Background: an optimization exercise with open tools, aiming at small area and a short achievable clock period. Do not read the settings as production practice.
Where RTL was checked, it was by simulation tests only, not by an equivalence proof against the original.
Power is estimated from default activity; no workload was simulated.

Setup of run 1:
// pixel_engine
module pixel_engine (
    input  logic                         pixel_clk,
    input  logic                         reset,
    input  pixel_engine_pkg::coord_t     draw_x,
    input  pixel_engine_pkg::coord_t     draw_y,
    input  logic                         video_on,
    input  pixel_engine_pkg::text_cell_t char_code,
    input  logic [7:0]                   font_row,
    input  logic                         psel,
    input  logic                         penable,
    input  logic                         pwrite,
    input  logic [8-1:0]       paddr,
    input  logic [32-1:0]       pwdata,
    output logic [32-1:0]       prdata,
    output logic                         pready,
    output logic                         pslverr,
    output pixel_engine_pkg::rgb_t       rgb
);
==> flow/config.mk <==
export PLATFORM = sky130hd
export DESIGN_NAME = pixel_engine
export DESIGN_NICKNAME = pixel_engine
export VERILOG_FILES = /design/flow/design.v
export SDC_FILE = /design/flow/constraint.sdc
export NUM_CORES = 4
export LEC_CHECK = 0
export CAP_MARGIN = 20
export CORE_MARGIN = 2
export CORE_UTILIZATION = 40
export CTS_CLUSTER_DIAMETER = 100
export CTS_CLUSTER_SIZE = 24
export SETUP_SLACK_MARGIN = 4.0
export SLEW_MARGIN = 20
export TNS_END_PERCENT = 100
==> flow/constraint.sdc <==
create_clock -name core_clock -period 10.0 [get_ports {pixel_clk}]
set_input_delay 2.0000 -clock core_clock [delete_from_list [all_inputs] [get_ports {pixel_clk}]]
set_output_delay 2.0000 -clock core_clock [all_outputs]
set_load 0.01 [all_outputs]
standard.sh (not shown) runs the stock make flow with config.mk's settings and CLKGATE_MAP_FILE= SYNTH_SCRIPT=/design/flow/synth_recipe.tcl, a recipe that flattens the netlist after the stock synthesis.
==> flow/flow/run.sh <==
#!/bin/bash
# The standard layout (standard.sh), with plain buffers on the ports in place
# of the delay-cell buffers ORFS picks by default. The make output goes to
# standard.log; ORFS keeps each step's log under orfs/logs.
set -euo pipefail
export BUFFER_PORTS_ARGS="-buffer_cell sky130_fd_sc_hd__buf_2"
bash standard.sh > standard.log 2>&1
Setup changes, run 1 to run 2
Settings: SETUP_SLACK_MARGIN now 3.8, was 4.0; CTS_CLUSTER_SIZE no longer set, was 24; CTS_CLUSTER_DIAMETER no longer set, was 100.
==> flow/run.sh (new file) <==
#!/bin/bash
# synth_recipe.tcl (not shown) runs the flow's synth.tcl, then flattens the netlist and writes it again
# the make line also repeats each setting of config.mk as NAME=value (left out here)
make -C /OpenROAD-flow-scripts/flow DESIGN_CONFIG=/design/flow/config.mk WORK_HOME=/design/flow/orfs CLKGATE_MAP_FILE= SYNTH_SCRIPT=/design/flow/synth_recipe.tcl finish
removed: flow/flow/run.sh
removed: flow/standard.sh
[summary]
As far as sequential element share of the synthesized area is concerned, run 1 and run 2 perform about the same. Diff run 1..run 2 | count of flip-flops with a built-in enable after synthesis | unchanged. In the metrics for run 2 and run 1, the one carrying the lower worst reg-to-reg path cell count is run 1. Measured against each other, run 2 and run 1 differ in clock tree buffer count of the final layout, the higher figure coming from run 2. Of run 2 and run 1, run 2 shows the higher minimum clock period after layout, with run 1 below it. Diff run 1 -> run 2: clock buffer count from CTS went up 110%, total of plain and repair buffers excluding clock buffers went up 2. From run 1 to run 2 the numbers moved as follows: period utilization went up by 1.5 points; placed instance count was more or less identical.
diff inputs: run 2 => run 3
Settings: CORE_UTILIZATION now 50, was 40; GPL_ROUTABILITY_DRIVEN now 0, previously not set; PLACE_DENSITY now 0.65, previously not set.
==> flow/flow/run.sh (new file) <==
#!/bin/bash
# The standard layout (standard.sh), with plain buffers on the ports in place
# of the delay-cell buffers ORFS picks by default, and clock tree synthesis
# without dummy loads. The make output goes to standard.log; ORFS keeps each
# step's log under orfs/logs.
set -euo pipefail
export BUFFER_PORTS_ARGS="-buffer_cell sky130_fd_sc_hd__buf_2"
export CTS_ARGS="-sink_clustering_enable -repair_clock_nets -sink_clustering_size 24 -sink_clustering_max_diameter 100 -dont_use_dummy_load"
bash standard.sh > standard.log 2>&1
==> flow/standard.sh (new file) <==
#!/bin/bash
# synth_recipe.tcl (not shown) runs the flow's synth.tcl, then flattens the netlist and writes it again
# the make line also repeats each setting of config.mk as NAME=value (left out here)
make -C /OpenROAD-flow-scripts/flow DESIGN_CONFIG=/design/flow/config.mk WORK_HOME=/design/flow/orfs CLKGATE_MAP_FILE= SYNTH_SCRIPT=/design/flow/synth_recipe.tcl "${@:-finish}"
removed: flow/run.sh
[summary]
- Pre-CTS setup slack improves in run 3 relative to run 2.
- On clock buffer count in the final layout: run 3 sits below run 2.
- What run 3 reported for internal power has to be multiplied by 1.3 to get the figure for run 2.
- Going from run 2 to run 3, the wire length was found to have gone down by about 10%.
- Cell depth of the worst setup path ended up 7 lower on run 3 than on run 2.
- Post-layout worst setup margin, run 2 and run 3: smaller value in run 3
- Diff run 2 and run 3: final period utilization higher in run 3
- Relative to run 2, the area growth from synthesis to layout of run 3 is lower by 12 points.

## the baseline
Another version of the RTL of pixel_engine (not shown whole).
Size: roughly 2600 cells after synthesis, roughly 150 I/O pins, ~37000 um^2 of cells after synthesis.
Settings: LEC_CHECK=0, CAP_MARGIN=20, CORE_MARGIN=2, CORE_UTILIZATION=40, SETUP_SLACK_MARGIN=4.5, SLEW_MARGIN=20, TNS_END_PERCENT=100; clock period 10.0 ns.
run.sh (not shown) runs the stock make flow with config.mk's settings and CLKGATE_MAP_FILE= SYNTH_SCRIPT=/design/flow/synth_recipe.tcl, a recipe that flattens the netlist after the stock synthesis.
Stock flow here: none of the scripts above is used.
--- input diff the baseline..the candidate ---
# the baseline
export LEC_CHECK = 0
export CAP_MARGIN = 20
export CORE_MARGIN = 2
export CORE_UTILIZATION = 40
export SETUP_SLACK_MARGIN = 4.5
export SLEW_MARGIN = 20
export TNS_END_PERCENT = 100
create_clock -name core_clock -period 10.0 [get_ports {pixel_clk}]
# the candidate
export LEC_CHECK = 0
export CAP_MARGIN = 20
export CORE_MARGIN = 2
export CORE_UTILIZATION = 40
export SETUP_SLACK_MARGIN = 4.0
export SLEW_MARGIN = 20
export TNS_END_PERCENT = 100
create_clock -name core_clock -period 10.0 [get_ports {pixel_clk}]
--- outcome ---
- Non-clock buffer count for the candidate: 36 down relative to the baseline
- There was hardly any difference in minimum clock period between the candidate and the baseline.
- Area fraction in compound gates after synthesis came out exactly the same in the baseline and the candidate.
- The candidate ended up with a lower met2 wirelength from detailed routing than the baseline did.
- Compared with the baseline, the candidate shows non-filler instance count after layout lower by 40.
- Routed wire in the candidate totals less than in the baseline.
- Simple-gate portion of the synthesized area came out exactly the same in the baseline and the candidate.
- The candidate finished every stage and its layout cleared the timing, DRC and antenna checks.
- Taking the baseline as the reference point, the global-route track usage on met3 of the candidate falls by 2.3 points.
- Fraction of final layout cells with drive strength greater than 1: the candidate vs the baseline down 1.6 points
No run of this note included a check of the RTL's function; only the layout flow was run.

==> port drivers added, routing unchanged <==
How much do the figures lean on ideal ports? The routed layouts below were timed once more, with nothing changed but the port constraints.
Step 1 (the two cells are an assumption about what drives the block):
set clk [get_ports {pixel_clk}]
set_driving_cell -lib_cell sky130_fd_sc_hd__clkbuf_16 $clk
set_driving_cell -lib_cell sky130_fd_sc_hd__buf_2 [delete_from_list [all_inputs] $clk]
Step 2, shift: input delay + t, output delay - t, t = (earliest + latest rising clock arrival at the registers) / 2. This alone moves slack from input paths to output paths.
a / b / c = ideal ports / drivers / drivers and shift; a / b = the first two.
| run | t (ns) | slack for setup (ns) | worst data-port slew with drivers (ns) |
|---|---|---|---|
| run 1 | 0.685 | 3.954 / 3.893 / 3.315 | 0.10 |
| run 2 | 0.724 | 3.801 / 3.784 / 3.122 | 0.06 |
| run 3 | 0.665 | 3.724 / 3.651 / 3.184 | 0.14 |
| the baseline | 0.716 | 2.047 / 2.087 / 1.371 | 0.07 |
| the candidate | 0.710 | 2.045 / 2.079 / 1.368 | 0.06 |
After both steps setup and hold are still met in every run listed. The setup slack of run 2, which loses most, moves by -0.017 ns with the drivers and by -0.679 ns with both steps.
